Source: an optimization exercise on an open RTL-to-GDS flow (aim: small area). Production flows keep margins and buffers that such runs may drop. Function was checked by simulation only, so behaviour that the tests miss may differ from the original. No activity file was given, so power comes from the tool's default toggle rates.

===== flow/config.mk =====
export PLATFORM = sky130hd
export DESIGN_NAME = mat_calc_top
export DESIGN_NICKNAME = mat_calc_top
export VERILOG_FILES = /design/flow/design.v
export SDC_FILE = /design/flow/constraint.sdc
export NUM_CORES = 4
export LEC_CHECK = 0
export ABC_AREA = 1
export CAP_MARGIN = 5
export CORE_MARGIN = 2
export CORE_UTILIZATION = 70
export CTS_BUF_LIST = sky130_fd_sc_hd__clkbuf_4 sky130_fd_sc_hd__clkbuf_8
export CTS_CLUSTER_DIAMETER = 50
export CTS_CLUSTER_SIZE = 16
export PLACE_DENSITY = 0.75
export SLEW_MARGIN = 5

===== flow/constraint.sdc =====
create_clock -name core_clock -period 10.0 [get_ports {clk}]
set_input_delay 2.0000 -clock core_clock [delete_from_list [all_inputs] [get_ports {clk}]]
set_output_delay 2.0000 -clock core_clock [all_outputs]
set_load 0.01 [all_outputs]

===== flow/design.v =====
package mat_pkg;
    localparam int MAX_DIM   = 5;    
    localparam int DIM_W     = 3;
    localparam int ELEM_W    = 8;
    localparam int SCALAR_W  = 4;    
    localparam int NUM_SLOTS = 2;
    typedef logic [0:0] slot_t;
    typedef enum logic [1:0] {
        OP_ADD       = 2'd0,
        OP_TRANSPOSE = 2'd1,
        OP_SCALAR    = 2'd2
    } op_e;
endpackage
package uart_pkg;
    localparam int CLKS_PER_BIT = 8;
    localparam int RES_DEPTH  = 32;    
    localparam int BYTE_DEPTH = 64;
    localparam logic [7:0] ASCII_ZERO  = 8'h30;
    localparam logic [7:0] ASCII_SPACE = 8'h20;
    localparam logic [7:0] ASCII_CR    = 8'h0D;
    localparam logic [7:0] ASCII_LF    = 8'h0A;
endpackage
module mat_calc_top (
    input  logic       clk,
    input  logic       sys_rst_n,
    input  logic       wr_en,
    input  logic       wr_slot,
    input  logic [2:0] wr_row,
    input  logic [2:0] wr_col,
    input  logic [7:0] wr_data,
    input  logic       start,
    input  logic [1:0] op,
    input  logic       slot_a,
    input  logic       slot_b,
    input  logic [2:0] rows,
    input  logic [2:0] cols,
    input  logic [3:0] scalar,
    output logic       busy,
    output logic       done,
    output logic       uart_tx,
    output logic       tx_busy
);
    logic [7:0] mem [2][5][5];
    always_ff @(posedge clk) begin
        if (wr_en) mem[wr_slot][wr_row][wr_col] <= wr_data;
    end
    localparam logic [2:0] S_IDLE = 3'd0, S_RD_A = 3'd1, S_RD_B = 3'd2,
                           S_WAIT = 3'd3, S_EMIT = 3'd4;
    logic [2:0] state;
    logic       is_add, is_trans;
    logic       sa_q, se_q;           
    logic [2:0] orows, ocols;         
    logic [3:0] mul_q;                
    logic [2:0] out_row, out_col;
    logic [7:0] opnd;
    logic       row_end, last_elem;
    logic       rd_slot;
    logic [2:0] rd_row, rd_col;
    logic [7:0] rd_data;
    logic [7:0] result;
    logic       emit;
    logic       win;                  
    assign row_end   = (out_col == ocols - 3'd1);
    assign last_elem = row_end && (out_row == orows - 3'd1);
    assign busy      = (state != S_IDLE);
    assign emit      = (state == S_EMIT);
    assign done      = emit && last_elem;
    assign win       = (state == S_WAIT) || emit || (state == (is_add ? S_RD_B : S_RD_A));
    assign rd_slot = (state == S_RD_A) ? sa_q : se_q;
    assign rd_row  = is_trans ? out_col : out_row;
    assign rd_col  = is_trans ? out_row : out_col;
    logic [9:0] rsel;
    logic [4:0] csel;
    always_comb begin
        for (int k = 0; k < 10; k++) rsel[k] = (rd_slot == 1'(k / 5)) && (rd_row == 3'(k % 5));
        for (int i = 0; i < 5; i++)  csel[i] = (rd_col == 3'(i));
        rd_data = '0;
        for (int k = 0; k < 10; k++)
            for (int i = 0; i < 5; i++)
                rd_data |= mem[k / 5][k % 5][i] & {8{rsel[k] & csel[i]}};
    end
    assign result  = (rd_data & {8{mul_q[0]}})
                   + (((rd_data << 1) & {8{mul_q[1]}}) | (opnd & {8{is_add}}))
                   + ((rd_data << 2) & {8{mul_q[2]}})
                   + ((rd_data << 3) & {8{mul_q[3]}});
    always_ff @(posedge clk or negedge sys_rst_n) begin
        if (!sys_rst_n) begin
            state   <= S_IDLE;
            out_row <= '0;
            out_col <= '0;
        end else begin
            case (state)
                S_IDLE: if (start) begin
                    out_row <= '0;
                    out_col <= '0;
                    state   <= S_RD_A;
                end
                S_RD_A: state <= is_add ? S_RD_B : S_WAIT;
                S_RD_B: state <= S_WAIT;
                S_WAIT: state <= S_EMIT;
                S_EMIT: begin
                    if (row_end) begin
                        out_col <= '0;
                        out_row <= out_row + 3'd1;
                    end else begin
                        out_col <= out_col + 3'd1;
                    end
                    state <= last_elem ? S_IDLE : S_RD_A;
                end
                default: state <= S_IDLE;
            endcase
        end
    end
    always_ff @(posedge clk) begin
        if (state == S_IDLE && start) begin
            is_add   <= (op == 2'd0);
            is_trans <= (op == 2'd1);
            sa_q     <= slot_a;
            se_q     <= (op == 2'd0) ? slot_b : slot_a;
            orows    <= (op == 2'd1) ? cols : rows;
            ocols    <= (op == 2'd1) ? rows : cols;
            mul_q    <= (op == 2'd2) ? scalar : 4'd1;
        end
        if (state == S_RD_A) opnd <= rd_data;
    end
    localparam logic [2:0] P_NEW = 3'd0, P_T = 3'd1, P_O = 3'd2,
                           P_SP = 3'd3, P_CR = 3'd4, P_LF = 3'd5;
    logic [8:0] ring [32];
    logic [4:0] tp, hp;               
    logic       ring_empty;
    logic [7:0] cur_val;
    logic       cur_re;
    logic       cur_valid;
    logic       fin_re;               
    logic [2:0] step;                 
    logic       avail;
    logic       pop;
    logic       byte_end;             
    logic       free;                 
    logic       ring_wr;
    logic       force30;              
    logic       load;
    logic       wdone;                
    logic       dcond;
    logic       tp_w;                 
    assign ring_empty = (tp == hp + 5'd1);
    assign avail      = (step >= P_SP) || cur_valid;
    assign free       = byte_end && ((step == P_NEW && cur_val < 8'd10) || step == P_O);
    assign dcond      = (!cur_valid || free) && ring_empty;
    assign force30    = (state == S_WAIT) && dcond && !wdone;
    assign tp_w       = (tp % 5'd3 == 5'd0) && (tp != 5'd31);
    assign ring_wr    = win && !wdone && !dcond && tp_w;
    assign load       = !cur_valid && !ring_empty && (hp == 5'd0);
    always_ff @(posedge clk) begin
        for (int p = 0; p < 32; p++) begin
            if (p % 3 == 0 && ((ring_wr && tp == 5'(p)) || (p == 30 && force30)))
                ring[p] <= {row_end, result};
            else
                ring[p] <= ring[(p + 31) % 32];
        end
        if (load) begin
            cur_val <= ring[0][7:0];
            cur_re  <= ring[0][8];
        end
        if (free) fin_re <= cur_re;
    end
    always_ff @(posedge clk or negedge sys_rst_n) begin
        if (!sys_rst_n) begin
            tp        <= 5'd1;
            hp        <= 5'd0;
            cur_valid <= 1'b0;
            wdone     <= 1'b0;
        end else begin
            if (emit)                   wdone <= 1'b0;
            else if (ring_wr || force30) wdone <= 1'b1;
            if (force30) begin
                tp <= 5'd30;
                hp <= 5'd30;
            end else begin
                tp <= tp + (ring_wr ? 5'd0 : 5'd1);
                hp <= hp + (load ? 5'd0 : 5'd1);
            end
            if (load)      cur_valid <= 1'b1;
            else if (free) cur_valid <= 1'b0;
        end
    end
    logic [1:0] dig_h;
    logic [6:0] rem100;
    logic [3:0] dig_t, dig_o;
    always_comb begin
        dig_h  = (cur_val >= 8'd200) ? 2'd2 : (cur_val >= 8'd100) ? 2'd1 : 2'd0;
        rem100 = 7'(cur_val - 8'(dig_h) * 8'd100);
        dig_t  = 4'(rem100 / 7'd10);
        dig_o  = 4'(rem100 % 7'd10);
    end
    logic [6:0] tc;
    logic       tx_idle;
    logic [3:0] b_lo;                 
    logic       b_sp;                 
    logic [7:0] b_byte;
    assign tx_idle  = (tc == 7'd72);
    assign byte_end = (tc == 7'd71);
    assign pop      = tx_idle && avail;
    assign tx_busy  = pop || !tx_idle;
    always_comb begin
        b_sp = 1'b0;
        case (step)
            P_NEW:   b_lo = (cur_val >= 8'd100) ? {2'b00, dig_h} :
                            (cur_val >= 8'd10)  ? dig_t : dig_o;
            P_T:     b_lo = dig_t;
            P_O:     b_lo = dig_o;
            P_SP:    begin b_lo = 4'h0; b_sp = 1'b1; end
            P_CR:    b_lo = 4'hD;
            default: b_lo = 4'hA;
        endcase
    end
    assign b_byte  = {2'b00, b_sp || (b_lo < 4'd10), !b_sp && (b_lo < 4'd10), b_lo};
    assign uart_tx = tc[6] ? !tc[5] : b_byte[tc[5:3]];
    always_ff @(posedge clk or negedge sys_rst_n) begin
        if (!sys_rst_n) begin
            tc   <= 7'd72;
            step <= P_NEW;
        end else begin
            if (pop)           tc <= 7'd120;
            else if (!tx_idle) tc <= tc + 7'd1;
            if (byte_end) begin
                case (step)
                    P_NEW:   step <= (cur_val >= 8'd100) ? P_T :
                                     (cur_val >= 8'd10)  ? P_O : P_SP;
                    P_T:     step <= P_O;
                    P_O:     step <= P_SP;
                    P_SP:    step <= fin_re ? P_CR : P_NEW;
                    P_CR:    step <= P_LF;
                    default: step <= P_NEW;
                endcase
            end
        end
    end
endmodule

===== flow/run.sh =====
#!/bin/bash
# synth_recipe.tcl (not shown) runs the flow's synth.tcl, then flattens the netlist and writes it again
# the make line also repeats each setting of config.mk as NAME=value (left out here)
make -C /OpenROAD-flow-scripts/flow DESIGN_CONFIG=/design/flow/config.mk WORK_HOME=/design/flow/orfs CLKGATE_MAP_FILE= SYNTH_SCRIPT=/design/flow/synth_recipe.tcl finish

==> results of run 1 <==
stage by stage:
step | utilization | power [uW]
finish | 0.765 | 8010
global placement | 0.738 | 6420
detailed placement | 0.738 | 6520
global route | 0.765 | 8440
floorplan | - | 5540
CTS | 0.765 | 8050
power by group through the flow:
| stage | combinational, uW | clock (uW) | sequential (uW) |
|---|---|---|---|
| after global placement | 2480 | 0 | 3950 |
| after detailed placement | 2570 | 0 | 3950 |
| final | 2550 | 1580 | 3890 |
| after CTS | 2570 | 1590 | 3890 |
| after floorplan | 1650 | 0 | 3890 |
| after global routing | 2810 | 1700 | 3930 |
kinds of logic (layout without fill, tap and decap cells):
kind of cell | after synthesis | after routing | synth area share
buffers and inverters | 213 | 322 | 0.0315
XOR/XNOR | 32 | 32 | 0.0109
AO/OA/AOI/OAI | 260 | 260 | 0.0667
AND/OR/NAND/NOR | 883 | 883 | 0.141
flip-flops | 751 | 751 | 0.723
adder cells (fa/ha/maj) | 49 | 49 | 0.0269
multiplexers | 1 | 1 | 0.000417
per-layer routing:
metal	routed length, um	part of all wire	up-vias
met2	31400	0.48	903
met4	4340	0.067	0
li1	-	-	7724
met3	5700	0.088	230
met1	23500	0.36	8183
met5	0	0	-
synthesized netlist by cell type, types with 6 or more instances:
master | number | area share
nand2_1 | 511 | 0.071
edfxtp_1 | 432 | 0.48
dfxtp_1 | 288 | 0.21
nor2_1 | 168 | 0.023
inv_1 | 148 | 0.021
nand3_1 | 78 | 0.014
o21ai_1 | 78 | 0.014
a22o_1 | 63 | 0.020
nand4_1 | 55 | 0.013
inv_2 | 35 | 0.0049
ha_1 | 34 | 0.016
dfrtp_1 | 28 | 0.026
a21oi_1 | 22 | 0.0041
o21ai_0 | 22 | 0.0041
o21ai_2 | 20 | 0.0065
xor2_1 | 18 | 0.0058
a221oi_1 | 16 | 0.0052
fa_1 | 15 | 0.011
nor3_1 | 15 | 0.0028
clkbuf_1 | 14 | 0.0019
xnor2_1 | 13 | 0.0042
nor4_1 | 11 | 0.0025
and2_1 | 7 | 0.0016
buf_2 | 7 | 0.0013
nor2_2 | 7 | 0.0016
a32o_1 | 6 | 0.0022
nor4_2 | 6 | 0.0028
registers in the layout, summed over array words and instances (netlist names):
signal	count
hp	5
fin_re	1
ocols	3
orows	3
cur_valid	1
wdone	1
se_q	1
step	3
out_row	3
sa_q	1
tp	5
opnd	8
ring	288
mul_q	4
is_add	1
mem	400
state	3
is_trans	1
cur_val	8
cur_re	1
tc	7
out_col	3
worst max-delay path by stage:
stage          slack, ps  cells after the start  endpoint
3_5_place_dp        2860                     38   uart_tx
6_report            2120                     38   uart_tx
5_1_grt             1550                     38   uart_tx
4_1_cts             2090                     38   uart_tx
2_1_floorplan       3950                     37   uart_tx
3_3_place_gp        3080                     38   uart_tx
layout make-up:
cell class                 count  area share
clock buffer                  74      0.0317
clock inverter                13     0.00445
inverter                     186      0.0241
multi-input combinational   1225       0.229
sequential                   751       0.674
tap                          511      0.0221
timing repair buffer          49      0.0144
worst reg2reg max path: cells and delay by family, from the launching register on:
family                   cells  cell delay, ps
buffers and inverters        4             290
AO/OA/AOI/OAI                5             900
XOR/XNOR                     1             160
flip-flops                   1             600
AND/OR/NAND/NOR             19            3760
adder cells (fa/ha/maj)      3            1410
==> key figures, run 1 <==
Critical path
  – Crit path buf inv count: 5
  – Worst path slowest cell: clkdlybuf4s50_1
  – Reg-to-Reg End: ring[6][7]
  – WP data arrival: 5880 ps
  – CP startpoint kind: flop
  – Setup crit start: cur_val[4]
  – CP Capture Type: primary output
  – Most used cell, CP: nand2_1
  – CP Data Required Time: about 8000 ps
  – Crit path max-delay family: simple AND/OR/NAND/NOR gates
  – Crit Path Category: reg2out
  – Reg2Reg Launch Point: is_trans
  – Crit-path max cell delay: 520 ps
  – Max FO, Critical Path: 5
  – R2R cell count: 32
  – R2R Setup Slk: 2840 ps

Layout
  – Final Cell Area: 29000 um2
  – Synth-to-Final Area Change: 7.29%
  – Footprint of the multi-input gates: 6640 um2
  – Nets: about 2400
  – Most frequent cells in the layout: nand2_1 (511), edfxtp_1 (432), dfxtp_1 (288), nor2_1 (168), inv_1 (148)
  – Non-Filler Instances: 2809
  – Fraction of layout cells with a size suffix above 1: 0.0849
  – Sequential Area: just under 20000 um2
  – # diodes: 0
  – Filler cells: 2448
  – Commonest non-fill, non-tap cell in the layout: nand2_1

Clock network
  – Post-CTS resize count: 0
  – Clock root buffer master: clkbuf_8
  – Hold_buf cts: 0
  – Clock-pin transition on the worst setup and hold timing paths: about 100 ps
  – CTS tree: yes
  – Cts bufs inserted: 57
  – H-tree Lvls: 2
  – Max clock buf depth: 3
  – Sinks on Clock Net: approximately 750
  – Latest clock arrival within the worst-skew pair: around 710 ps
  – Postcts setup bufs: 0

Placement
  – Placed cell area: 27900 um2
  – Cells after DPL: 2722
  – Post-DP HPWL: ~44000 um
  – Port Buffers: 36
  – GP Congestion: just under 1
  – Pre-CTS WS: 2860 ps

GRT
  – Most Used Layer, Global Route: met2
  – GR Layer Usage met2: 0.544
  – Met1 Track Usage GR: 0.410
  – Vias in the first global route: 17023
  – Largest net degree at the start of global routing: 51
  – Total track usage: 0.329
  – Met3 Usage GRT: 0.0581
  – Global-route wire length before repair: 98800 um
  – Initial antenna violation count: 0
  – Aggregate global routing overflow: 0

Synth
  – Asr flop ratio synth: 0.0413
  – Synthesized instance count: 2189
  – Synthesized area: 27000 um2
  – Cell variety after synth: 57
  – Top_reg_cell synth: edfxtp_1
  – Syn Area/Cell: 12.3 um2
  – Yosys reg bits: 751
  – Sequential element share of the synthesized area: 0.723
  – Syn nets: 2271
  – Post-synth EDFFs: 432
  – Yosys Warn Count: 2

Worst hold path
  – Hold depth: 0
  – Min-Delay Endpoint: ring[25][0]
  – HP Start: ring[24][0]
  – Hold WC Path Type: reg2reg

Pwr
  – Part of the power in registers: 0.485
  – VDD IR max: 543 uV
  – Gate power share: 0.318
  – Static Leak: approximately 0.011 uW
  – Internal: 5040 uW
  – Net load switching power: roughly 3000 uW
  – Sw frac: 0.370
  – PwrDens: approximately 280 nW/um2
  – Clk pwr share: 0.197

STA
  – Skew final: 22.8 ps
  – Total negative slack: 0 ps
  – PnR worst setup slack: 2120 ps
  – Final Slew Violations: 0
  – RSZ-0062 raised after global routing: false
  – Fin crit share: 0.788
  – Least-Margin Pin Slew: around 1300 ps
  – Hold slack: 327 ps
  – Period minus WS final: 7880 ps
  – F_max: about 130 MHz
  – Slew Limit Headroom: 0.132
  – Final setup viols: 0
  – Final hold vios: 0

Die
  – Core footprint: 37800 um2
  – Number of placement rows: 71
  – Die X: 200 um
  – Ports: 37
  – Initial Util: 0.713
  – Die height: 200 um
  – Die ar.: between 40000 and 50000 um2

Run status
  – Run status: no timing/DRC/antenna violations

Route
  – Post-Route WL: approximately 65000 um
  – Drt pass-1 iters: 6
  – WL per Instance: 23.1 um
  – Starting DRC count in detailed routing: between 1500 and 2000
  – DR vias: 17040
  – Post-DRT Antenna Nets: 0
  – Vias per cell: 6.07
  – Post-route DRC: 0

Job
  – Max_cap viols: 0
==> inputs of run 2 (changes only) <==
==> flow/flow/run.sh (new file) <==
#!/bin/bash
# Standard layout (the standard.sh), with two changes to ORFS's defaults:
# clock tree synthesis without dummy loads and with small clock buffers, and
# the smallest buffer for the port buffers.
set -euo pipefail
export CTS_ARGS="-sink_clustering_enable -repair_clock_nets -dont_use_dummy_load -buf_list {sky130_fd_sc_hd__clkbuf_4 sky130_fd_sc_hd__clkbuf_8} -sink_clustering_size 16 -sink_clustering_max_diameter 50"
export BUFFER_PORTS_ARGS="-buffer_cell sky130_fd_sc_hd__buf_1"
bash standard.sh synth > synth.log 2>&1
bash standard.sh finish > layout.log 2>&1
==> flow/standard.sh (new file) <==
#!/bin/bash
# synth_recipe.tcl (not shown) runs the flow's synth.tcl, then flattens the netlist and writes it again
# the make line also repeats each setting of config.mk as NAME=value (left out here)
make -C /OpenROAD-flow-scripts/flow DESIGN_CONFIG=/design/flow/config.mk WORK_HOME=/design/flow/orfs CLKGATE_MAP_FILE= SYNTH_SCRIPT=/design/flow/synth_recipe.tcl "${@:-finish}"
removed: flow/run.sh
==> run 2 against run 1 <==
Effect of this change:
- still clean on timing, DRC and antenna
- synthesized area stayed put
- count of clock-buffer cells in the layout is 18 lower
- via count is 0.56% lower
- critical path depth stayed put
- combinational power is 2% lower
- sequential power hardly changed
- total power is 3.1% lower
- design area is 1.5% lower
- setup slack better by 320 ps
- maximum frequency is 4.3% higher
- largest cell class unchanged
==> key figures, run 2 <==
Clock network
  – Hold_buf cts: 0
  – Sinks on Clock Net: 751
  – H-tree Lvls: 2
  – Cts bufs inserted: 56
  – Post-CTS resize count: 0
  – Max clock buf depth: 3
  – Latest clock arrival within the worst-skew pair: 700 ps
  – Clock root buffer master: clkbuf_8
  – CTS tree: yes
  – Postcts setup bufs: 0
  – Clock-pin transition on the worst setup and hold timing paths: about 90 ps

Critical path
  – Crit-path max cell delay: 450 ps
  – Worst path slowest cell: edfxtp_1
  – CP Data Required Time: around 8000 ps
  – Crit Path Category: reg2out
  – CP startpoint kind: flop
  – Most used cell, CP: nand2_1
  – Reg2Reg Launch Point: is_trans
  – Max FO, Critical Path: 5
  – Setup crit start: cur_val[4]
  – CP Capture Type: primary output
  – WP data arrival: between 5000 and 6000 ps

Synth
  – Yosys reg bits: roughly 750
  – Largest family of logic cells by synthesized area: simple AND/OR/NAND/NOR gates
  – Syn nets: around 2300
  – XOR/XNOR share of the synthesized area: 0.0109
  – Synth top area cells: edfxtp_1 (48%), dfxtp_1 (21%), nand2_1 (7.1%), dfrtp_1 (2.6%), nor2_1 (2.3%)
  – Synthesized area: 27000 um2
  – Top cell type's share of synthesized area: 0.481
  – Multiplexer share of the synthesized area: 0.000417
  – Synth top cells by count: nand2_1 (511), edfxtp_1 (432), dfxtp_1 (288), nor2_1 (168), inv_1 (148)
  – Yosys Warn Count: 2
  – Asr flop ratio synth: 0.0413
  – Sequential element share of the synthesized area: 0.723
  – Syn Area/Cell: 12.3 um2
  – Post-synth EDFFs: 432
  – Yosys top cell by area: edfxtp_1
  – Synth Area in Simple Gates: 0.141
  – Cell variety after synth: 57
  – Top_reg_cell synth: edfxtp_1
  – Compound-Gate Fraction of Synth Area: 0.0667
  – Top-count cell post-synth: nand2_1
  – Synthesized instance count: 2189
  – Synth Area in Adders: 0.0269

Layout
  – Sequential Area: 19500 um2
  – Most frequent cells in the layout: nand2_1 (511), edfxtp_1 (432), dfxtp_1 (288), nor2_1 (168), inv_1 (148)
  – Max reg flops: 400
  – Most flops, register: mem
  – Commonest non-fill, non-tap cell in the layout: nand2_1
  – Top Registers: mem x400, ring x288
  – Filler cells: 2460
  – Footprint of the multi-input gates: around 6600 um2
  – Nets: 2353
  – Fraction of layout cells with a size suffix above 1: 0.0736
  – Final Util: 0.754
  – Synth-to-Final Area Change: 5.65%

STA
  – PnR worst setup slack: around 2400 ps
  – Final Slew Violations: 0
  – Least-Margin Pin Slew: between 1000 and 1500 ps
  – Final hold vios: 0
  – Skew final: approximately 70 ps
  – Slew Limit Headroom: 0.169
  – F_max: about 130 MHz
  – Fin crit share: 0.756
  – Total negative slack: 0 ps
  – Period minus WS final: between 7000 and 8000 ps
  – Hold slack: around 290 ps
  – Final setup viols: 0
  – RSZ-0062 raised after global routing: false

Pwr
  – PwrDens: 272 nW/um2
  – VDD IR max: approximately 480 uV
  – Static Leak: between 0.01 and 0.015 uW

Die
  – Die height: 200 um
  – Die ar.: ~40000 um2
  – Ports: 37
  – Core footprint: 37800 um2
  – Initial Util: 0.713
  – Die X: 200 um
  – Number of placement rows: 71

GRT
  – Vias in the first global route: 16954
  – Global-route wire length before repair: 99700 um
  – Largest net degree at the start of global routing: 51
  – Total track usage: 0.333
  – Aggregate global routing overflow: 0
  – Initial antenna violation count: 1

Route
  – WL per Instance: 23.6 um
  – DR vias: 16944
  – Starting DRC count in detailed routing: 1985
  – Post-route DRC: 0
  – Post-DRT Antenna Nets: 0
  – Vias per cell: a little over 6
  – Drt pass-1 iters: 8
  – Post-Route WL: between 60000 and 70000 um

Run status
  – Run status: no timing/DRC/antenna violations

Placement
  – Port Buffers: 36
  – Post-DP HPWL: around 45000 um
  – Pre-CTS WS: slightly below 3000 ps
  – GP Congestion: 1.06

Worst hold path
  – Hold WC Path Type: reg2reg
  – HP Start: ring[10][5]

Job
  – Max_cap viols: 0
## run 2: final timing paths
check,to,slack (ps),cells past startpoint
setup / recovery,uart_tx,2440,38
hold / removal,ring[11][5],290,0
setup reg to reg,ring[21][7],2810,32
hold reg to reg,ring[11][5],290,0
max in group asynchronous,tp[3],8080,1
min in group asynchronous,tp[4],1400,1
## run 2: cell type report
| cell class | instances | share of cell area |
|---|---|---|
| diodes | 1 | 0.0000877 |
| clock buffers | 56 | 0.0270 |
| inverters | 186 | 0.0245 |
| multi-input cells | 1225 | 0.233 |
| flip-flops and latches | 751 | 0.684 |
| well taps | 511 | 0.0224 |
| repair buffers | 51 | 0.00908 |
## run 2: cell families after synthesis
kind of cell / Yosys count
adder cells (fa/ha/maj): 49
buffers and inverters: 213
XOR/XNOR: 32
flip-flops: 751
AND/OR/NAND/NOR: 883
multiplexers: 1
AO/OA/AOI/OAI: 260
## run 2: through the flow
stage / total power [uW] / instances / instance area [um2]
3_5_place_dp: 6420 / 2724 / 27700
4_1_cts: 7760 / 2780 / 28500
2_1_floorplan: 5540 / 2189 / 27000
5_1_grt: 8170 / 2780 / 28500
6_report: 7760 / 2781 / 28500
3_3_place_gp: 6330 / 2724 / 27700
## run 2: metal layers
metal	track usage	vias up	part of all wire
met5	0	-	0
met3	0.0535	219	0.080
met2	0.551	850	0.48
li1	-	7701	-
met4	0.192	0	0.062
met1	0.424	8174	0.38
## run 2: worst max-delay path: cells and delay by family (launching register included)
kind / cells / cell delay, ps
adders and majority gates: 4 / 980
buffers and inverters: 5 / 480
DFF: 1 / 450
and+or+nand+nor: 29 / 2960
## run 2: power breakdown
part	internal [uW]	total, uW	switching, uW
sequential	3730	3900	167
clock	499	1380	881
combinational	684	2490	1800
total	4910	7760	2850
==> inputs of run 3 (changes only) <==
==> flow/flow/run.sh (replaced) <==
#!/bin/bash
# Standard layout (the standard.sh), with two changes to ORFS's defaults:
# clock tree synthesis without dummy loads and with small clock buffers, and
# the smallest buffer for the port buffers.
set -euo pipefail
export CTS_ARGS="-sink_clustering_enable -repair_clock_nets -dont_use_dummy_load -buf_list {sky130_fd_sc_hd__clkbuf_4} -sink_clustering_size 10 -sink_clustering_max_diameter 40"
export BUFFER_PORTS_ARGS="-buffer_cell sky130_fd_sc_hd__buf_1"
bash standard.sh synth > synth.log 2>&1
bash standard.sh finish > layout.log 2>&1
==> run 3 against run 2 <==
Effect of this change:
- combinational power barely moved
- sequential share of layout area up 0.16 points
- die area unchanged
- cell count increased by 1.4%
- register-to-register slack lost 40 ps
- via count is 1.6% higher
- worst hold slack improved by 1.8 ps
==> key figures, run 3 <==
Clock network
  – Latest clock arrival within the worst-skew pair: between 800 and 900 ps
  – Hold_buf cts: 0
  – Clock-pin transition on the worst setup and hold timing paths: 90 ps
  – Post-CTS resize count: 0
  – H-tree Lvls: 3
  – Max clock buf depth: 3
  – Cts bufs inserted: between 90 and 100
  – Postcts setup bufs: 0
  – Sinks on Clock Net: 751
  – Clock root buffer master: clkbuf_4
  – CTS tree: yes

Layout
  – Most frequent cells in the layout: nand2_1 (511), edfxtp_1 (432), dfxtp_1 (288), nor2_1 (168), inv_1 (148)
  – Nets: about 2400
  – Most flops, register: mem
  – Commonest non-fill, non-tap cell in the layout: nand2_1
  – Sequential Area: 19500 um2
  – Filler cells: 2512
  – Fraction of layout cells with a size suffix above 1: 0.0889
  – Top Registers: mem x400, ring x288
  – Synth-to-Final Area Change: 5.41%
  – Max reg flops: 400
  – Footprint of the multi-input gates: about 6600 um2

Die
  – Initial Util: 0.713
  – Core footprint: approximately 38000 um2
  – Die height: 200 um
  – Die X: 200 um
  – Number of placement rows: 71
  – Die ar.: 40200 um2
  – Ports: 37

Synth
  – Syn Area/Cell: around 12 um2
  – Post-synth EDFFs: roughly 430
  – Synthesized instance count: 2189
  – Cell variety after synth: 57
  – Synthesized area: 27000 um2
  – Synth top cells by count: nand2_1 (511), edfxtp_1 (432), dfxtp_1 (288), nor2_1 (168), inv_1 (148)
  – Yosys top cell by area: edfxtp_1
  – Yosys reg bits: approximately 750
  – Top cell type's share of synthesized area: 0.481
  – Top_reg_cell synth: edfxtp_1
  – Asr flop ratio synth: 0.0413
  – Syn nets: 2271
  – Top-count cell post-synth: nand2_1
  – Synth top area cells: edfxtp_1 (48%), dfxtp_1 (21%), nand2_1 (7.1%), dfrtp_1 (2.6%), nor2_1 (2.3%)
  – Yosys Warn Count: 2
  – Sequential element share of the synthesized area: 0.723

Route
  – Starting DRC count in detailed routing: 1815
  – Drt pass-1 iters: 8
  – Vias per cell: 6.10
  – DR vias: between 15000 and 20000
  – Post-DRT Antenna Nets: 0
  – Post-Route WL: 65700 um
  – WL per Instance: 23.3 um
  – Post-route DRC: 0

Critical path
  – Max FO, Critical Path: 5
  – Crit-path max cell delay: 430 ps
  – Crit Path Category: reg2out
  – CP startpoint kind: flop
  – Worst path slowest cell: edfxtp_1
  – WP data arrival: around 5700 ps
  – CP Data Required Time: 8000 ps
  – Most used cell, CP: nand2_1
  – CP Capture Type: primary output

STA
  – Total negative slack: 0 ps
  – RSZ-0062 raised after global routing: false
  – Final hold vios: 0
  – Final setup viols: 0
  – Slew Limit Headroom: 0.182
  – Final Slew Violations: 0
  – Skew final: 83.8 ps
  – PnR worst setup slack: roughly 2300 ps
  – Fin crit share: 0.767
  – Period minus WS final: between 7000 and 8000 ps
  – F_max: 130 MHz
  – Least-Margin Pin Slew: 1230 ps

GRT
  – Vias in the first global route: 17099
  – Global-route wire length before repair: approximately 100000 um
  – Aggregate global routing overflow: 0
  – Most Used Layer, Global Route: met2
  – Met1 Track Usage GR: 0.425
  – GR Layer Usage met2: 0.549
  – Initial antenna violation count: 2
  – Met3 Usage GRT: 0.0587
  – Largest net degree at the start of global routing: ~50
  – Total track usage: 0.334

Placement
  – Pre-CTS WS: roughly 2900 ps
  – GP Congestion: ~1.1
  – Post-DP HPWL: 44900 um
  – Port Buffers: 36

Pwr
  – PwrDens: 271 nW/um2
  – VDD IR max: 471 uV
  – Static Leak: 0.0106 uW
  – Tot Pwr: about 7700 uW

Job
  – Max_cap viols: 0

Run status
  – Run status: no timing/DRC/antenna violations

Worst hold path
  – Hold WC Path Type: reg2reg
run 3: layer usage:
metal  wire length, um  share of wire  vias up
met5                 0              0        -
met3              5790          0.088      221
met1             24200           0.37     8265
li1                  -              -     7803
met2             31600           0.48      919
met4              4140          0.063        0
run 3: cells by family (layout without fill, tap and decap cells):
family / Yosys count / count (layout) / synth area share
AND/OR/NAND/NOR: 883 / 883 / 0.141
flip-flops: 751 / 751 / 0.723
adder cells (fa/ha/maj): 49 / 49 / 0.0269
other: 0 / 1 / 0
AO/OA/AOI/OAI: 260 / 260 / 0.0667
multiplexers: 1 / 1 / 0.000417
buffers and inverters: 213 / 331 / 0.0315
XOR/XNOR: 32 / 32 / 0.0109
run 3: report_power, final:
| group | internal [uW] | leakage, uW | switching [uW] |
|---|---|---|---|
| logic | 684 | 0.00358 | 1800 |
| clock network | 431 | 0.000432 | 895 |
| registers | 3730 | 0.00661 | 164 |
| total | 4840 | 0.0106 | 2860 |
run 3: layout make-up:
class,instances,share of cell area
clock buffers,94,0.0248
well taps,511,0.0225
diodes,1,0.0000879
multi-input cells,1225,0.233
repair buffers,51,0.00910
flip-flops and latches,751,0.686
inverters,186,0.0246
run 3: final timing paths:
check,startpoint,to,slack (ps),cells after the start
max,cur_val[3],uart_tx,2330,38
max reg2reg,is_trans,ring[12][7],2770,32
min in group asynchronous,sys_rst_n,tc[1],1270,1
min reg2reg,ring[4][7],ring[5][7],300,0
min,ring[4][7],ring[5][7],300,0
max in group asynchronous,sys_rst_n,step[0],8180,1
run 3: critical path, delay by kind of cell (launching register included):
| family | cells | cell delay, ps |
|---|---|---|
| buffers and inverters | 4 | 380 |
| adder cells (fa/ha/maj) | 4 | 980 |
| flip-flops | 1 | 430 |
| AND/OR/NAND/NOR | 30 | 3070 |
run 3: stage by stage:
| stage | std cells | utilization | hold slack (ps) | instance area (um2) |
|---|---|---|---|---|
| after global routing | 2819 | 0.752 | 291 | 28500 |
| after global placement | 2724 | 0.733 | 310 | 27700 |
| final | 2819 | 0.752 | 295 | 28500 |
| after floorplan | 2189 | - | 310 | 27000 |
| after CTS | 2818 | 0.752 | 294 | 28500 |
| after detailed placement | 2724 | 0.733 | 312 | 27700 |
==> inputs of run 4 (changes only) <==
==> flow/flow/run.sh (replaced) <==
#!/bin/bash
# Standard layout (the standard.sh), with two changes to ORFS's defaults:
# clock tree synthesis without dummy loads and with small clock buffers, and
# the smallest buffer for the port buffers.
set -euo pipefail
export CTS_ARGS="-sink_clustering_enable -repair_clock_nets -dont_use_dummy_load -buf_list {sky130_fd_sc_hd__clkbuf_4} -sink_clustering_size 9 -sink_clustering_max_diameter 35"
export BUFFER_PORTS_ARGS="-buffer_cell sky130_fd_sc_hd__buf_1"
bash standard.sh synth > synth.log 2>&1
bash standard.sh finish > layout.log 2>&1
==> flow/config.mk (replaced) <==
export PLATFORM = sky130hd
export DESIGN_NAME = mat_calc_top
export DESIGN_NICKNAME = mat_calc_top
export VERILOG_FILES = /design/flow/design.v
export SDC_FILE = /design/flow/constraint.sdc
export NUM_CORES = 4
export LEC_CHECK = 0
export ABC_AREA = 1
export CAP_MARGIN = 5
export CORE_MARGIN = 2
export CORE_UTILIZATION = 80
export PLACE_DENSITY = 0.85
export SLEW_MARGIN = 5
==> run 4 against run 3 <==
Effect of this change:
- synthesized cell count unchanged
- global-route usage up 8.6 points
- critical path type is now reg2reg
- largest cell class unchanged
- design area about the same
- still clean
- die area down 12%
==> key figures, run 4 <==
Critical path
  – Crit-path max cell delay: 830 ps
  – R2R cell count: 32
  – Reg-to-Reg End: ring[3][7]
  – CP startpoint kind: flop
  – CP Data Required Time: between 10000 and 15000 ps
  – Worst path slowest cell: nor4_1
  – R2R Setup Slk: 2060 ps
  – Max FO, Critical Path: 12
  – Reg2Reg Launch Point: is_trans
  – WP data arrival: a little under 9000 ps
  – Most used cell, CP: nand2_1
  – Crit Path Category: reg2reg
  – CP Capture Type: flop

Synth
  – Top-count cell post-synth: nand2_1
  – Yosys reg bits: 751
  – Post-synth EDFFs: 432
  – Synthesized instance count: 2189
  – Syn nets: 2271
  – Synthesized area: 27000 um2
  – Syn Area/Cell: about 12 um2
  – Synth Area in Simple Gates: 0.141
  – Multiplexer share of the synthesized area: 0.000417
  – Yosys top cell by area: edfxtp_1
  – Top_reg_cell synth: edfxtp_1
  – Largest family of logic cells by synthesized area: simple AND/OR/NAND/NOR gates
  – Cell variety after synth: 57
  – Synth top area cells: edfxtp_1 (48%), dfxtp_1 (21%), nand2_1 (7.1%), dfrtp_1 (2.6%), nor2_1 (2.3%)
  – Synth top cells by count: nand2_1 (511), edfxtp_1 (432), dfxtp_1 (288), nor2_1 (168), inv_1 (148)
  – Asr flop ratio synth: 0.0413
  – Synth Area in Adders: 0.0269
  – Yosys Warn Count: 2
  – Compound-Gate Fraction of Synth Area: 0.0667
  – XOR/XNOR share of the synthesized area: 0.0109
  – Sequential element share of the synthesized area: 0.723
  – Top cell type's share of synthesized area: 0.481

STA
  – Skew final: between 100 and 150 ps
  – Slew Limit Headroom: 0.108
  – Final hold vios: 0
  – Period minus WS final: ~7900 ps
  – Total negative slack: 0 ps
  – Fin crit share: 0.794
  – Final Slew Violations: 0
  – Hold slack: 279 ps
  – F_max: approximately 130 MHz
  – RSZ-0062 raised after global routing: false
  – Least-Margin Pin Slew: between 1000 and 1500 ps
  – PnR worst setup slack: 2060 ps
  – Final setup viols: 0

Clock network
  – Clock root buffer master: clkbuf_4
  – Cts bufs inserted: about 100
  – H-tree Lvls: 3
  – Clock-pin transition on the worst setup and hold timing paths: 100 ps
  – Max clock buf depth: 3
  – Post-CTS resize count: 0
  – Latest clock arrival within the worst-skew pair: 890 ps
  – Sinks on Clock Net: 751
  – Postcts setup bufs: 0
  – CTS tree: yes
  – Hold_buf cts: 0

Worst hold path
  – Hold WC Path Type: reg2reg
  – Hold depth: 0
  – Min-Delay Endpoint: ring[8][7]
  – HP Start: ring[7][7]

GRT
  – Largest net degree at the start of global routing: 51
  – Initial antenna violation count: 3
  – Global-route wire length before repair: roughly 110000 um
  – Total track usage: 0.421
  – Aggregate global routing overflow: 0
  – Vias in the first global route: about 19000

Placement
  – Placed cell area: 27700 um2
  – GP Congestion: 1.09
  – Port Buffers: 36
  – Post-DP HPWL: between 40000 and 50000 um
  – Cells after DPL: 2663
  – Pre-CTS WS: 2590 ps

Route
  – Drt pass-1 iters: 6
  – WL per Instance: 26.1 um
  – Post-DRT Antenna Nets: 0
  – Vias per cell: 6.57
  – DR vias: 18174
  – Starting DRC count in detailed routing: 2507
  – Post-Route WL: 72200 um
  – Post-route DRC: 0

Die
  – Number of placement rows: 67
  – Initial Util: 0.809
  – Die X: 188 um
  – Ports: 37
  – Die height: 188 um
  – Core footprint: 33400 um2
  – Die ar.: 35200 um2

Layout
  – Final Cell Area: 28500 um2
  – Sequential Area: 19500 um2
  – Nets: 2401
  – Filler cells: approximately 1600
  – Commonest non-fill, non-tap cell in the layout: nand2_1
  – Footprint of the multi-input gates: 6630 um2
  – Synth-to-Final Area Change: 5.42%
  – Most frequent cells in the layout: nand2_1 (511), edfxtp_1 (432), dfxtp_1 (288), nor2_1 (168), inv_1 (148)
  – Most flops, register: mem
  – Top Registers: mem x400, ring x288
  – Fraction of layout cells with a size suffix above 1: 0.0928
  – Max reg flops: 400
  – Non-Filler Instances: 2768

Run status
  – Run status: no timing/DRC/antenna violations

Job
  – Max_cap viols: 0

Pwr
  – Static Leak: around 0.011 uW
  – PwrDens: 284 nW/um2
  – VDD IR max: 439 uV
## run 4: critical path, delay by kind of cell, from the launching register on
kind | cells | cell delay (ps)
flops | 1 | 590
xor+xnor | 1 | 180
buf+inv | 4 | 340
compound gates | 5 | 980
simple gates | 19 | 4280
fa+ha+maj | 3 | 1470
## run 4: power breakdown
group | internal (uW) | switching [uW]
Sequential | 3730 | 198
Combinational | 735 | 2020
Clock | 467 | 927
## run 4: cell families after synthesis
kind of cell	Yosys count
flops	751
simple gates	883
xor+xnor	32
fa+ha+maj	49
buf+inv	213
compound gates	260
mux	1
## run 4: per-stage QoR
| stage | total power [uW] | util |
|---|---|---|
| 6_report | 8080 | 0.853 |
| 5_1_grt | 8380 | 0.853 |
| 4_1_cts | 7980 | 0.853 |
| 3_5_place_dp | 6560 | 0.830 |
| 3_3_place_gp | 6350 | 0.830 |
| 2_1_floorplan | 5540 | - |
## run 4: per-layer routing
layer  vias up  GRT usage  wire length, um
met5         -          0                0
met4         0      0.296             5990
li1       7838          -                -
met1      8566      0.490            23600
met3       389     0.0945             7640
met2      1381      0.699            35000
## run 4: worst max-delay path by stage
stage	start	end	slack, ps
after floorplan	cur_val[4]	uart_tx	3950
after global placement	state[2]	ring[9][7]	2950
after detailed placement	is_trans	ring[3][7]	2590
after CTS	cur_val[3]	uart_tx	2330
after global routing	cur_val[3]	uart_tx	1630
final	is_trans	ring[3][7]	2060
## run 4: area by class of cell
| cell class | instances | share of cell area |
|---|---|---|
| flip-flops and latches | 751 | 0.686 |
| repair buffers | 53 | 0.00963 |
| diodes | 3 | 0.000264 |
| inverters | 186 | 0.0246 |
| well taps | 448 | 0.0197 |
| clock buffers | 102 | 0.0269 |
| multi-input cells | 1225 | 0.233 |
==> inputs of run 5 (changes only) <==
--- a/flow/design.v
+++ b/flow/design.v
@@ -52,7 +52,7 @@
     logic [2:0] orows, ocols;         
     logic [3:0] mul_q;                
     logic [2:0] out_row, out_col;
-    logic [7:0] opnd;
+    logic [7:0] opnd;                 
     logic       row_end, last_elem;
     logic       rd_slot;
     logic [2:0] rd_row, rd_col;
@@ -66,7 +66,7 @@
     assign emit      = (state == S_EMIT);
     assign done      = emit && last_elem;
     assign win       = (state == S_WAIT) || emit || (state == (is_add ? S_RD_B : S_RD_A));
-    assign rd_slot = (state == S_RD_A) ? sa_q : se_q;
+    assign rd_slot = (state == S_RD_A || state == S_WAIT) ? sa_q : se_q;
     assign rd_row  = is_trans ? out_col : out_row;
     assign rd_col  = is_trans ? out_row : out_col;
     logic [9:0] rsel;
@@ -121,7 +121,7 @@
             ocols    <= (op == 2'd1) ? rows : cols;
             mul_q    <= (op == 2'd2) ? scalar : 4'd1;
         end
-        if (state == S_RD_A) opnd <= rd_data;
+        opnd <= rd_data;
     end
     localparam logic [2:0] P_NEW = 3'd0, P_T = 3'd1, P_O = 3'd2,
                            P_SP = 3'd3, P_CR = 3'd4, P_LF = 3'd5;
==> flow/flow/run.sh (replaced) <==
#!/bin/bash
# Standard layout (the standard.sh), with two changes to ORFS's defaults:
# clock tree synthesis without dummy loads and with small clock buffers, and
# the smallest buffer for the port buffers.
set -euo pipefail
export CTS_ARGS="-sink_clustering_enable -repair_clock_nets -dont_use_dummy_load -buf_list {sky130_fd_sc_hd__clkbuf_4} -sink_clustering_size 11 -sink_clustering_max_diameter 40"
export BUFFER_PORTS_ARGS="-buffer_cell sky130_fd_sc_hd__buf_1"
bash standard.sh synth > synth.log 2>&1
bash standard.sh finish > layout.log 2>&1
--- a/flow/config.mk
+++ b/flow/config.mk
@@ -8,6 +8,6 @@
 export ABC_AREA = 1
 export CAP_MARGIN = 5
 export CORE_MARGIN = 2
-export CORE_UTILIZATION = 80
-export PLACE_DENSITY = 0.85
+export CORE_UTILIZATION = 70
+export PLACE_DENSITY = 0.75
 export SLEW_MARGIN = 5
==> run 5 against run 4 <==
Effect of this change:
- still clean on timing, DRC and antenna
- clock skew shrank 12 ps
- die area grew 14%
- core utilization shrank 10 points
- flip-flop and latch count is the same
- combinational power shrank 7.6%
- clock power shrank 6%
- non-clock buffer count shrank 5
- worst hold slack lost 13 ps
- count of clock-buffer cells in the layout shrank 13
- highest routed layer unchanged
==> key figures, run 5 <==
Run status
  – Run status: no timing/DRC/antenna violations

Route
  – WL per Instance: 23.0 um
  – Drt pass-1 iters: 8
  – Post-route DRC: 0
  – DR vias: 17189
  – Vias per cell: 6.10
  – Post-DRT Antenna Nets: 0
  – Starting DRC count in detailed routing: 1933
  – Post-Route WL: 64800 um

Critical path
  – CP Capture Type: primary output
  – Crit-path max cell delay: 470 ps
  – Setup crit start: cur_val[4]
  – Most used cell, CP: nand2_1
  – Max FO, Critical Path: 5
  – Crit Path Category: reg2out
  – Reg2Reg Launch Point: is_trans
  – Worst path slowest cell: edfxtp_1
  – CP Data Required Time: 8000 ps
  – WP data arrival: 5850 ps
  – CP startpoint kind: flop

Synth
  – Sequential element share of the synthesized area: 0.722
  – Top_reg_cell synth: edfxtp_1
  – Synth top cells by count: nand2_1 (503), edfxtp_1 (424), dfxtp_1 (296), inv_1 (166), nor2_1 (145)
  – Yosys top cell by area: edfxtp_1
  – Asr flop ratio synth: 0.0413
  – Compound-Gate Fraction of Synth Area: 0.0714
  – Synthesized instance count: 2199
  – Syn nets: 2281
  – Cell variety after synth: 55
  – XOR/XNOR share of the synthesized area: 0.00976
  – Multiplexer share of the synthesized area: 0.000418
  – Synthesized area: 26900 um2
  – Synth top area cells: edfxtp_1 (47%), dfxtp_1 (22%), nand2_1 (7.0%), dfrtp_1 (2.6%), a22o_1 (2.4%)
  – Syn Area/Cell: 12.2 um2
  – Synth Area in Adders: 0.0270
  – Top-count cell post-synth: nand2_1
  – Top cell type's share of synthesized area: 0.473
  – Yosys reg bits: 751
  – Post-synth EDFFs: around 420
  – Synth Area in Simple Gates: 0.137
  – Yosys Warn Count: 2
  – Largest family of logic cells by synthesized area: simple AND/OR/NAND/NOR gates

Layout
  – Nets: 2388
  – Most frequent cells in the layout: nand2_1 (503), edfxtp_1 (424), dfxtp_1 (296), inv_1 (166), nor2_1 (145)
  – Top Registers: mem x400, ring x288
  – Final Cell Area: 28300 um2
  – Synth-to-Final Area Change: 5.21%
  – Most flops, register: mem
  – Fraction of layout cells with a size suffix above 1: 0.0807
  – Commonest non-fill, non-tap cell in the layout: nand2_1
  – Max reg flops: 400
  – Final Util: 0.750

GRT
  – Met3 Usage GRT: 0.0638
  – Initial antenna violation count: 3
  – Total track usage: 0.331
  – Largest net degree at the start of global routing: 51
  – GR Layer Usage met2: 0.549
  – Most Used Layer, Global Route: met2
  – Vias in the first global route: 17012
  – Met1 Track Usage GR: 0.421
  – Aggregate global routing overflow: 0
  – Global-route wire length before repair: 99400 um

Clock network
  – Latest clock arrival within the worst-skew pair: between 800 and 900 ps
  – Cts bufs inserted: 89
  – H-tree Lvls: 3
  – Max clock buf depth: 3
  – Clock root buffer master: clkbuf_4
  – Post-CTS resize count: 0
  – Hold_buf cts: 0
  – Sinks on Clock Net: 751
  – CTS tree: yes
  – Clock-pin transition on the worst setup and hold timing paths: about 100 ps
  – Postcts setup bufs: 0

Placement
  – GP Congestion: a little under 1
  – Placed cell area: 27700 um2
  – Port Buffers: 36
  – Post-DP HPWL: 43500 um

Pwr
  – Static Leak: 0.0107 uW
  – VDD IR max: a little over 300 uV
  – PwrDens: 271 nW/um2

STA
  – Least-Margin Pin Slew: 1270 ps
  – Total negative slack: 0 ps
  – Slew Limit Headroom: 0.151
  – Period minus WS final: 7850 ps
  – Skew final: approximately 110 ps
  – Final hold vios: 0
  – RSZ-0062 raised after global routing: false
  – F_max: roughly 130 MHz
  – Final Slew Violations: 0
  – Fin crit share: 0.785
  – Final setup viols: 0

Die
  – Die height: 200 um
  – Ports: 37
  – Number of placement rows: 71
  – Die ar.: 40100 um2
  – Core footprint: roughly 38000 um2
  – Initial Util: 0.713
  – Die X: 200 um

Worst hold path
  – Hold WC Path Type: reg2reg
  – HP Start: ring[6][8]

Job
  – Max_cap viols: 0
==> run 5: worst paths after layout <==
path | endpoint | slack [ps] | cells past startpoint
setup / recovery | uart_tx | 2150 | 40
max in group asynchronous | out_row[0] | 8180 | 1
hold reg to reg | ring[7][8] | 270 | 0
setup reg to reg | ring[0][7] | 3010 | 32
min in group asynchronous | tc[2] | 1270 | 1
hold / removal | ring[7][8] | 270 | 0
==> run 5: layout make-up <==
type	count	area, um2
Antenna cell	1	2.50
Clock buffer	89	668
Fill cell	2519	9430
Inverter	197	739
Multi-Input combinational cell	1219	6610
Sequential cell	751	19400
Tap cell	511	639
Timing Repair Buffer	48	236
==> run 5: cell families after synthesis <==
kind of cell             after synthesis
buffers and inverters                229
adder cells (fa/ha/maj)               49
AO/OA/AOI/OAI                        284
AND/OR/NAND/NOR                      855
flip-flops                           751
XOR/XNOR                              30
multiplexers                           1
==> run 5: per-stage QoR <==
| stage | total power, uW | instances | worst slack [ps] | hold slack (ps) |
|---|---|---|---|---|
| after floorplan | 5470 | 2199 | 3890 | 310 |
| after CTS | 7700 | 2815 | 2120 | 263 |
| after global placement | 6360 | 2726 | 3160 | 310 |
| after global routing | 8130 | 2816 | 1430 | 260 |
| final | 7690 | 2816 | 2150 | 266 |
| after detailed placement | 6420 | 2726 | 3010 | 312 |
==> run 5: worst max-delay path: cells and delay by family (launching register included) <==
kind                     cells  cell delay [ps]
AND/OR/NAND/NOR             30             2970
adder cells (fa/ha/maj)      4              950
flip-flops                   1              470
buffers and inverters        5              460
AO/OA/AOI/OAI                1              220
==> run 5: power by group <==
group | internal, uW | switching (uW) | leakage (uW)
sequential | 3680 | 154 | 0.00660
combinational | 735 | 1820 | 0.00365
clock | 409 | 897 | 0.000409
==> run 5: metal layers <==
metal	wire length [um]	vias up
li1	-	7817
met1	24400	8256
met2	31300	914
met3	5790	202
met4	3230	0
met5	0	-
==> inputs of run 6 (changes only) <==
==> flow/flow/run.sh (replaced) <==
#!/bin/bash
# Standard layout (the standard.sh), with two changes to ORFS's defaults:
# clock tree synthesis without dummy loads and with small clock buffers, and
# the smallest buffer for the port buffers.
set -euo pipefail
export CTS_ARGS="-sink_clustering_enable -repair_clock_nets -dont_use_dummy_load -buf_list {sky130_fd_sc_hd__clkbuf_4} -sink_clustering_size 10 -sink_clustering_max_diameter 45"
export BUFFER_PORTS_ARGS="-buffer_cell sky130_fd_sc_hd__buf_1"
bash standard.sh synth > synth.log 2>&1
bash standard.sh finish > layout.log 2>&1
==> run 6 against run 5 <==
Effect of this change:
- core utilization about the same
- still clean
- design area barely moved
- largest power group unchanged
- via count fell by 0.19%
- synthesized area is the same
- critical path type unchanged
==> key figures, run 6 <==
GRT
  – Initial antenna violation count: 3
  – Vias in the first global route: between 15000 and 20000
  – Total track usage: 0.330
  – Aggregate global routing overflow: 0
  – Global-route wire length before repair: 99200 um
  – Largest net degree at the start of global routing: 51

Critical path
  – Crit Path Category: reg2out
  – CP Data Required Time: 8000 ps
  – Reg2Reg Launch Point: is_trans
  – CP startpoint kind: flop
  – Max FO, Critical Path: 5
  – WP data arrival: roughly 5800 ps
  – Critical Path Sink: uart_tx
  – R2R Setup Slk: 2990 ps
  – R2R cell count: 32
  – CP Capture Type: primary output
  – Crit-path max cell delay: between 400 and 500 ps
  – Worst path slowest cell: edfxtp_1
  – Setup crit start: cur_val[4]
  – Reg-to-Reg End: ring[24][7]
  – Most used cell, CP: nand2_1

Synth
  – Synth top area cells: edfxtp_1 (47%), dfxtp_1 (22%), nand2_1 (7.0%), dfrtp_1 (2.6%), a22o_1 (2.4%)
  – Top cell type's share of synthesized area: 0.473
  – Top_reg_cell synth: edfxtp_1
  – Synthesized instance count: 2199
  – Post-synth EDFFs: 424
  – Sequential element share of the synthesized area: 0.722
  – Syn Area/Cell: 12.2 um2
  – Synth top cells by count: nand2_1 (503), edfxtp_1 (424), dfxtp_1 (296), inv_1 (166), nor2_1 (145)
  – Yosys reg bits: ~750
  – Yosys Warn Count: 2
  – Yosys top cell by area: edfxtp_1
  – Syn nets: 2281
  – Synthesized area: 26900 um2
  – Cell variety after synth: 55
  – Asr flop ratio synth: 0.0413
  – Top-count cell post-synth: nand2_1

Job
  – Max_cap viols: 0

STA
  – RSZ-0062 raised after global routing: false
  – Final Slew Violations: 0
  – Slew Limit Headroom: 0.110
  – Total negative slack: 0 ps
  – Final setup viols: 0
  – Final hold vios: 0
  – Least-Margin Pin Slew: 1330 ps
  – F_max: 128 MHz
  – Fin crit share: 0.782
  – Skew final: roughly 100 ps
  – Period minus WS final: 7820 ps

Pwr
  – Static Leak: between 0.01 and 0.015 uW
  – PwrDens: between 200 and 300 nW/um2
  – VDD IR max: slightly below 300 uV
  – Tot Pwr: 7680 uW

Run status
  – Run status: no timing/DRC/antenna violations

Placement
  – GP Congestion: 0.976
  – Post-DP HPWL: roughly 43000 um
  – Port Buffers: 36
  – Placed cell area: 27700 um2
  – Cells after DPL: around 2700

Layout
  – Most frequent cells in the layout: nand2_1 (503), edfxtp_1 (424), dfxtp_1 (296), inv_1 (166), nor2_1 (145)
  – Sequential Area: 19400 um2
  – Footprint of the multi-input gates: 6610 um2
  – Max reg flops: 400
  – Top Registers: mem x400, ring x288
  – Final Cell Area: about 28000 um2
  – Nets: 2386
  – Non-Filler Instances: between 2000 and 3000
  – Commonest non-fill, non-tap cell in the layout: nand2_1
  – Most flops, register: mem
  – Filler cells: 2545
  – Fraction of layout cells with a size suffix above 1: 0.0799
  – Synth-to-Final Area Change: 5.20%

Clock network
  – CTS tree: yes
  – Post-CTS resize count: 0
  – Postcts setup bufs: 0
  – Latest clock arrival within the worst-skew pair: 870 ps
  – Cts bufs inserted: 87
  – Sinks on Clock Net: about 750
  – Clock root buffer master: clkbuf_4
  – H-tree Lvls: 3
  – Max clock buf depth: 3
  – Clock-pin transition on the worst setup and hold timing paths: 100 ps
  – Hold_buf cts: 0

Die
  – Die ar.: 40100 um2
  – Ports: 37
  – Number of placement rows: 71
  – Initial Util: 0.713
  – Die height: roughly 200 um
  – Die X: roughly 200 um
  – Core footprint: approximately 38000 um2

Route
  – WL per Instance: 22.9 um
  – Post-route DRC: 0
  – Post-DRT Antenna Nets: 0
  – Vias per cell: around 6
  – Starting DRC count in detailed routing: 2052
  – Post-Route WL: ~65000 um
  – Drt pass-1 iters: 7
  – DR vias: 17157

Worst hold path
  – HP Start: ring[13][8]
  – Hold WC Path Type: reg2reg
[run 6: area by class of cell]
| type | instances | share of cell area |
|---|---|---|
| Antenna cell | 5 | 0.000442 |
| Clock buffer | 87 | 0.0231 |
| Inverter | 197 | 0.0261 |
| Multi-Input combinational cell | 1219 | 0.233 |
| Sequential cell | 751 | 0.686 |
| Tap cell | 511 | 0.0226 |
| Timing Repair Buffer | 48 | 0.00835 |
[run 6: per-stage QoR]
step	util	hold WS (ps)	setup WS [ps]
6_report	0.750	262	2180
5_1_grt	0.750	260	1400
4_1_cts	0.750	264	2120
3_5_place_dp	0.733	312	3010
3_3_place_gp	0.733	310	3160
2_1_floorplan	-	310	3890
[run 6: logic make-up after synthesis]
kind of cell / Yosys count / share of synthesized area
AOI/OAI and AO/OA: 284 / 0.0714
xor gates and xnor gates: 30 / 0.00976
adders and majority gates: 49 / 0.0270
buffers and inverters: 229 / 0.0330
DFF: 751 / 0.722
muxes: 1 / 0.000418
and+or+nand+nor: 855 / 0.137
[run 6: worst min-delay path by stage]
stage                  end  slack, ps  depth (start not counted)
5_1_grt        ring[14][8]        260                          0
6_report       ring[14][8]        260                          0
3_3_place_gp   ring[16][1]        310                          0
2_1_floorplan  ring[10][0]        310                          0
4_1_cts        ring[14][8]        260                          0
3_5_place_dp   ring[11][4]        310                          0
[run 6: per-layer routing]
metal | vias to the layer above | global-route usage | part of all wire
met5 | - | 0 | 0
met4 | 0 | 0.155 | 0.051
met3 | 205 | 0.0597 | 0.095
met2 | 962 | 0.551 | 0.48
met1 | 8171 | 0.425 | 0.37
li1 | 7819 | - | -
[run 6: power breakdown]
group          internal [uW]  switching [uW]
Clock                    401             900
Sequential              3680             152
Combinational            735            1810
Total                   4810            2860
[run 6: worst max-delay path, delay by kind of cell, from the launching register on]
family | cells | cell delay [ps]
compound gates | 1 | 210
fa+ha+maj | 4 | 960
buf+inv | 5 | 460
flops | 1 | 460
simple gates | 30 | 2930
==> inputs of run 7 (changes only) <==
==> flow/flow/run.sh (replaced) <==
#!/bin/bash
# Standard layout (the standard.sh), with two changes to ORFS's defaults:
# clock tree synthesis without dummy loads and with small clock buffers, and
# the smallest buffer for the port buffers.
set -euo pipefail
export CTS_ARGS="-sink_clustering_enable -repair_clock_nets -dont_use_dummy_load -buf_list {sky130_fd_sc_hd__clkbuf_4} -sink_clustering_size 10 -sink_clustering_max_diameter 40"
export BUFFER_PORTS_ARGS="-buffer_cell sky130_fd_sc_hd__buf_1"
bash standard.sh synth > synth.log 2>&1
bash standard.sh finish > layout.log 2>&1
==> run 7 against run 6 <==
Effect of this change:
- routed wire length rose by 0.16%
- global-route usage is 0.085 points higher
- register-to-register slack gained 130 ps
- first-iteration DRC count is 3.6% lower
- via count fell by 0.15%
- non-clock buffer count stayed put
- flip-flop and latch count stayed put
- cell count rose by 0.25%
- total power up 0.61%
- clock skew rose by 23 ps
==> key figures, run 7 <==
Layout
  – Footprint of the multi-input gates: 6610 um2
  – Sequential Area: 19400 um2
  – Most flops, register: mem
  – Fraction of layout cells with a size suffix above 1: 0.0827
  – Final Util: 0.752
  – Synth-to-Final Area Change: 5.39%
  – Nets: ~2400
  – Most frequent cells in the layout: nand2_1 (503), edfxtp_1 (424), dfxtp_1 (296), inv_1 (166), nor2_1 (145)
  – Filler cells: 2530
  – Commonest non-fill, non-tap cell in the layout: nand2_1
  – Max reg flops: 400
  – Top Registers: mem x400, ring x288

Critical path
  – Reg2Reg Launch Point: is_trans
  – WP data arrival: about 6000 ps
  – R2R Setup Slk: between 3000 and 4000 ps
  – CP startpoint kind: flop
  – Most used cell, CP: nand2_1
  – R2R cell count: 32
  – CP Capture Type: primary output
  – Crit Path Category: reg2out
  – Max FO, Critical Path: 5
  – Worst path slowest cell: edfxtp_1
  – Crit-path max cell delay: 470 ps
  – CP Data Required Time: 8000 ps
  – Reg-to-Reg End: ring[6][7]

Clock network
  – Sinks on Clock Net: between 700 and 800
  – Post-CTS resize count: 0
  – Hold_buf cts: 0
  – Postcts setup bufs: 0
  – Cts bufs inserted: 94
  – H-tree Lvls: 3
  – CTS tree: yes
  – Max clock buf depth: 3
  – Latest clock arrival within the worst-skew pair: between 800 and 900 ps
  – Clock-pin transition on the worst setup and hold timing paths: approximately 100 ps
  – Clock root buffer master: clkbuf_4

Pwr
  – PwrDens: 272 nW/um2
  – VDD IR max: 314 uV
  – Net load switching power: 2880 uW
  – Tot Pwr: 7720 uW
  – Sw frac: 0.373
  – Part of the power in registers: 0.496
  – Clk pwr share: 0.173
  – Static Leak: 0.0107 uW
  – Gate power share: 0.331
  – Internal: roughly 4800 uW

Route
  – Drt pass-1 iters: 6
  – Starting DRC count in detailed routing: between 1500 and 2000
  – Post-DRT Antenna Nets: 0
  – Vias per cell: 6.06
  – WL per Instance: 22.9 um
  – Post-Route WL: 64700 um
  – Post-route DRC: 0
  – DR vias: 17132

Worst hold path
  – Min-Delay Endpoint: ring[14][8]
  – HP Start: ring[13][8]
  – Hold WC Path Type: reg2reg
  – Hold depth: 0

Synth
  – Sequential element share of the synthesized area: 0.722
  – Synth top cells by count: nand2_1 (503), edfxtp_1 (424), dfxtp_1 (296), inv_1 (166), nor2_1 (145)
  – Syn Area/Cell: roughly 12 um2
  – Syn nets: 2281
  – Yosys reg bits: 751
  – Cell variety after synth: 55
  – Top cell type's share of synthesized area: 0.473
  – Post-synth EDFFs: 424
  – Synthesized area: ~27000 um2
  – Synth top area cells: edfxtp_1 (47%), dfxtp_1 (22%), nand2_1 (7.0%), dfrtp_1 (2.6%), a22o_1 (2.4%)
  – Top-count cell post-synth: nand2_1
  – Top_reg_cell synth: edfxtp_1
  – Synthesized instance count: 2199
  – Yosys Warn Count: 2
  – Asr flop ratio synth: 0.0413
  – Yosys top cell by area: edfxtp_1

Placement
  – Port Buffers: 36
  – GP Congestion: 0.976
  – Post-DP HPWL: 43500 um
  – Pre-CTS WS: roughly 3000 ps

Die
  – Die height: 200 um
  – Die X: 200 um
  – Core footprint: 37800 um2
  – Ports: 37
  – Number of placement rows: 71
  – Initial Util: 0.713
  – Die ar.: 40100 um2

STA
  – Hold slack: 246 ps
  – Total negative slack: 0 ps
  – Final setup viols: 0
  – Final Slew Violations: 0
  – Skew final: 123 ps
  – F_max: 127 MHz
  – Period minus WS final: 7880 ps
  – RSZ-0062 raised after global routing: false
  – Final hold vios: 0
  – PnR worst setup slack: 2120 ps
  – Fin crit share: 0.788
  – Slew Limit Headroom: 0.0879
  – Least-Margin Pin Slew: 1360 ps

Job
  – Max_cap viols: 0

GRT
  – Largest net degree at the start of global routing: 51
  – Total track usage: 0.331
  – Initial antenna violation count: 4
  – Aggregate global routing overflow: 0
  – Vias in the first global route: roughly 17000
  – Global-route wire length before repair: 99400 um

Run status
  – Run status: no timing/DRC/antenna violations
run 7: kinds of logic (layout without fill, tap and decap cells):
family | Yosys count | count (layout) | synth area share
and+or+nand+nor | 855 | 855 | 0.137
DFF | 751 | 751 | 0.722
AOI/OAI and AO/OA | 284 | 284 | 0.0714
buffers and inverters | 229 | 339 | 0.0330
adders and majority gates | 49 | 49 | 0.0270
xor gates and xnor gates | 30 | 30 | 0.00976
muxes | 1 | 1 | 0.000418
other | 0 | 5 | 0
run 7: area by class of cell:
class / instances / share of cell area
flip-flops and latches: 751 / 0.685
multi-input cells: 1219 / 0.233
inverters: 197 / 0.0261
clock buffers: 94 / 0.0249
well taps: 511 / 0.0225
repair buffers: 48 / 0.00833
diodes: 5 / 0.000441
run 7: layer usage:
layer | vias up | GRT usage | part of all wire
li1 | 7835 | - | -
met1 | 8181 | 0.420 | 0.37
met2 | 915 | 0.550 | 0.48
met3 | 199 | 0.0677 | 0.094
met4 | 2 | 0.162 | 0.050
met5 | - | 0 | 0.00020
run 7: worst max path at each step:
stage                           from      end  slack, ps  cells past startpoint
final                     cur_val[4]  uart_tx       2120                     40
after global routing      cur_val[4]  uart_tx       1350                     40
after CTS                 cur_val[4]  uart_tx       2080                     40
after detailed placement  cur_val[4]  uart_tx       3010                     40
after global placement    cur_val[4]  uart_tx       3160                     40
after floorplan           cur_val[4]  uart_tx       3890                     39
run 7: power groups by stage:
stage	registers, uW	logic (uW)	clock network, uW
floorplan	3820	1640	0
global placement	3890	2470	0
detailed placement	3900	2530	0
CTS	3830	2530	1350
global route	3870	2800	1480
finish	3830	2550	1340
run 7: critical path, delay by kind of cell, from the launching register on:
kind	cells	cell delay (ps)
buffers and inverters	5	460
and+or+nand+nor	30	2940
DFF	1	470
adders and majority gates	4	960
AOI/OAI and AO/OA	1	210
run 7: per-stage QoR:
step / cell area (um2) / instances
finish: 28400 / 2825
global route: 28400 / 2825
CTS: 28400 / 2820
detailed placement: 27700 / 2726
global placement: 27700 / 2726
floorplan: 26900 / 2199

-- static timing again, ports no longer ideal --
In the flow no input, the clock included, has a driving cell. The finished layouts below were timed again as built, in two steps.
Step 1, drivers: a clkbuf_16 drives clk and a buf_2 each remaining input, both assumed.
Step 2 moves the port delays by t, midway between the first and last clock arrival at a register: inputs arrive t later, outputs are due t later. That takes back most of the time a late clock gives input paths.
Slacks: no drivers / after step 1 / after step 2; pairs: no drivers / after step 1.
run	t (ns)	setup WS [ns]	clock arrival spread, ns
run 1	0.754	2.118 / 2.063 / 2.817	0.024 / 0.024
run 2	0.724	2.440 / 2.385 / 2.810	0.070 / 0.071
run 3	0.839	2.329 / 2.276 / 2.768	0.093 / 0.093
run 4	0.878	2.062 / 2.062 / 2.062	0.126 / 0.126
run 5	0.858	2.155 / 2.099 / 2.957	0.113 / 0.114
run 6	0.880	2.183 / 2.130 / 2.985	0.104 / 0.104
run 7	0.885	2.122 / 2.067 / 2.952	0.123 / 0.123
After both steps every run listed still meets setup and hold.
